What follows belongs to an exercise in optimizing a design on an open flow for small area, a short achievable clock period and few clock cycles per item; a production flow would make more cautious choices.
In this exercise RTL edits were held to simulation tests only and were not proved equivalent to the original.

==> inputs of indigo <==
Design phase_to_scaled_sin_cos_unit, start of the top module:
module phase_to_scaled_sin_cos_unit #(
	parameter int PHASE_WIDTH   = 32,
	parameter int OUT_FRAC_BITS = 16
) (
	input  logic                          clk,
	input  logic                          arst_n,
	input  logic                          push,
	output logic                          full,
	input  logic [psc_pkg::KEY_WIDTH-1:0] key,
	output logic                          empty,
	input  logic                          pop,
	output logic signed [OUT_FRAC_BITS:0] x_out,
	output logic signed [OUT_FRAC_BITS:0] y_out
);
	logic               en;
	logic               take;
	logic               done;
	logic signed [16:0] word_x;
	logic signed [16:0] word_y;
	psc_front u_front (
		.push(push),
		.en  (en),
		.full(full),
		.take(take)
	);
	psc_core u_core (
		.clk   (clk),
		.arst_n(arst_n),
		.en    (en),
		.take  (take),
		.key   (key),
		.done  (done),
		.word_x(word_x),
		.word_y(word_y)
	);
	psc_out u_out (
		.clk   (clk),
		.arst_n(arst_n),
		.done  (done),
		.word_x(word_x),
		.word_y(word_y),
		.pop   (pop),
		.en    (en),
		.empty (empty),
		.x_out (x_out),
		.y_out (y_out)
	);
endmodule
clock: 6.0 ns
lec_check: 0
abc_area: 1
cap_margin: 20
core_margin: 2
core_utilization: 48
cts_cluster_diameter: 100
cts_cluster_size: 30
setup_slack_margin: 2.6
slew_margin: 20
run.sh (not shown) runs the stock make flow with config.mk's settings and CLKGATE_MAP_FILE= SYNTH_SCRIPT=/design/flow/synth_recipe.tcl, a recipe that flattens the netlist after the stock synthesis.
==> harbor (differences from indigo) <==
--- a/flow/config.mk
+++ b/flow/config.mk
@@ -9,5 +9,5 @@
 export CAP_MARGIN = 20
 export CORE_MARGIN = 2
-export CORE_UTILIZATION = 48
+export CORE_UTILIZATION = 40
 export CTS_CLUSTER_DIAMETER = 100
 export CTS_CLUSTER_SIZE = 30
==> maple (differences from indigo) <==
--- a/flow/config.mk
+++ b/flow/config.mk
@@ -9,7 +9,7 @@
 export CAP_MARGIN = 20
 export CORE_MARGIN = 2
-export CORE_UTILIZATION = 48
+export CORE_UTILIZATION = 40
 export CTS_CLUSTER_DIAMETER = 100
 export CTS_CLUSTER_SIZE = 30
-export SETUP_SLACK_MARGIN = 2.6
+export SETUP_SLACK_MARGIN = 3.0
 export SLEW_MARGIN = 20
==> impl_metrics.toml <==
[cells_and_area]
buffer_area_frac = 0.0865
final_util = 0.497

[clock_network]
clk_latency_ns = 0.91

[global_routing]
use_met2 = 0.452
gr-usage-met3 = 0.0529

[outcome]
status = "complete, no violations"

[setup_path]
timing.rr.start = "u_core.r2_d[0]"

[floorplan]
rows = 201

[routing]
met3_length_mm = 33.6
drt_iter0_markers = 8773

[placement]
dp_hpwl_mm = 352
gp_congestion = 1.10
(the above is from maple)
==> impl_metrics.toml <==
[clock_network]
clk_latency_ns = 0.84

[synth]
ys_types = 71

[routing]
met3_length_mm = 40.2
drt_iter0_markers = 10400

[placement]
dp_hpwl_mm = 364
gp_congestion = 1.16

[floorplan]
rows = 183

[outcome]
status = "complete, no violations"

[setup_path]
timing.rr.start = "u_core.r2_d[6]"
crit_path_top_delay_cell = "nor2_1"

[global_routing]
gr-usage-met3 = 0.0929
use_met2 = 0.585

[cells_and_area]
buffer_area_frac = 0.0450
(the above is from indigo)
==> impl_metrics.toml <==
[sta]
finalHoldViolCount = 0

[cells_and_area]
buffer_area_frac = 0.0525
final_util = 0.461

[global_routing]
use_met2 = 0.434
gr-usage-met3 = 0.0479

[clock_network]
clkTransAtPathRegs_ns = 0.11
cts_buffer_depth = 4
clk_latency_ns = 0.91

[synth]
synth_top_family_by_area = "simple AND/OR/NAND/NOR gates"

[placement]
dp_hpwl_mm = 352

[outcome]
status = "complete, no violations"

[floorplan]
rows = 201

[setup_path]
timing.rr.start = "u_core.r2_d[7]"

[routing]
met3_length_mm = 28.4
drt_iter0_markers = 8507
(the above is from harbor)
Testbench counts of indigo, summed over its fixed seeds: cycles 16,192, items 16,000.
Testbench counts of harbor, summed over its fixed seeds: cycles 16,192, items 16,000.
Testbench counts of maple, summed over its fixed seeds: cycles 16,192, items 16,000.

==> re-timing with driven ports <==
No port has a modelled driver above. Below, the same layouts with a new extraction and two added sets of constraints. Step 1 sets driving cells, clkbuf_16 on the clock port and buf_2 on the other inputs (assumed; they add their load-dependent delay and slew). Step 2 times the ports against the registers' clock, not the clock port: input delays grow and output delays shrink by t, the midpoint of the rising clock arrivals with the driver on. Three values: ideal ports, drivers, drivers and shift; two values: the first two.
| run | shift t [ns] | setup WS [ns] | hold WS [ns] | clock arrival spread, ns | pins driven straight from the clock port |
|---|---|---|---|---|---|
| indigo | 0.905 | 2.418 / 2.418 / 1.977 | 0.369 / 0.289 / 0.404 | 0.084 / 0.084 | 1 |
| harbor | 0.965 | 2.396 / 2.396 / 1.855 | 0.418 / 0.418 / 0.418 | 0.099 / 0.099 | 1 |
| maple | 0.962 | 2.574 / 2.574 / 2.228 | 0.421 / 0.421 / 0.421 | 0.097 / 0.097 | 1 |
After both steps every run listed still meets setup and hold. The setup slack of harbor, which loses most, moves by 0.000 ns with the drivers and by -0.541 ns with both steps.
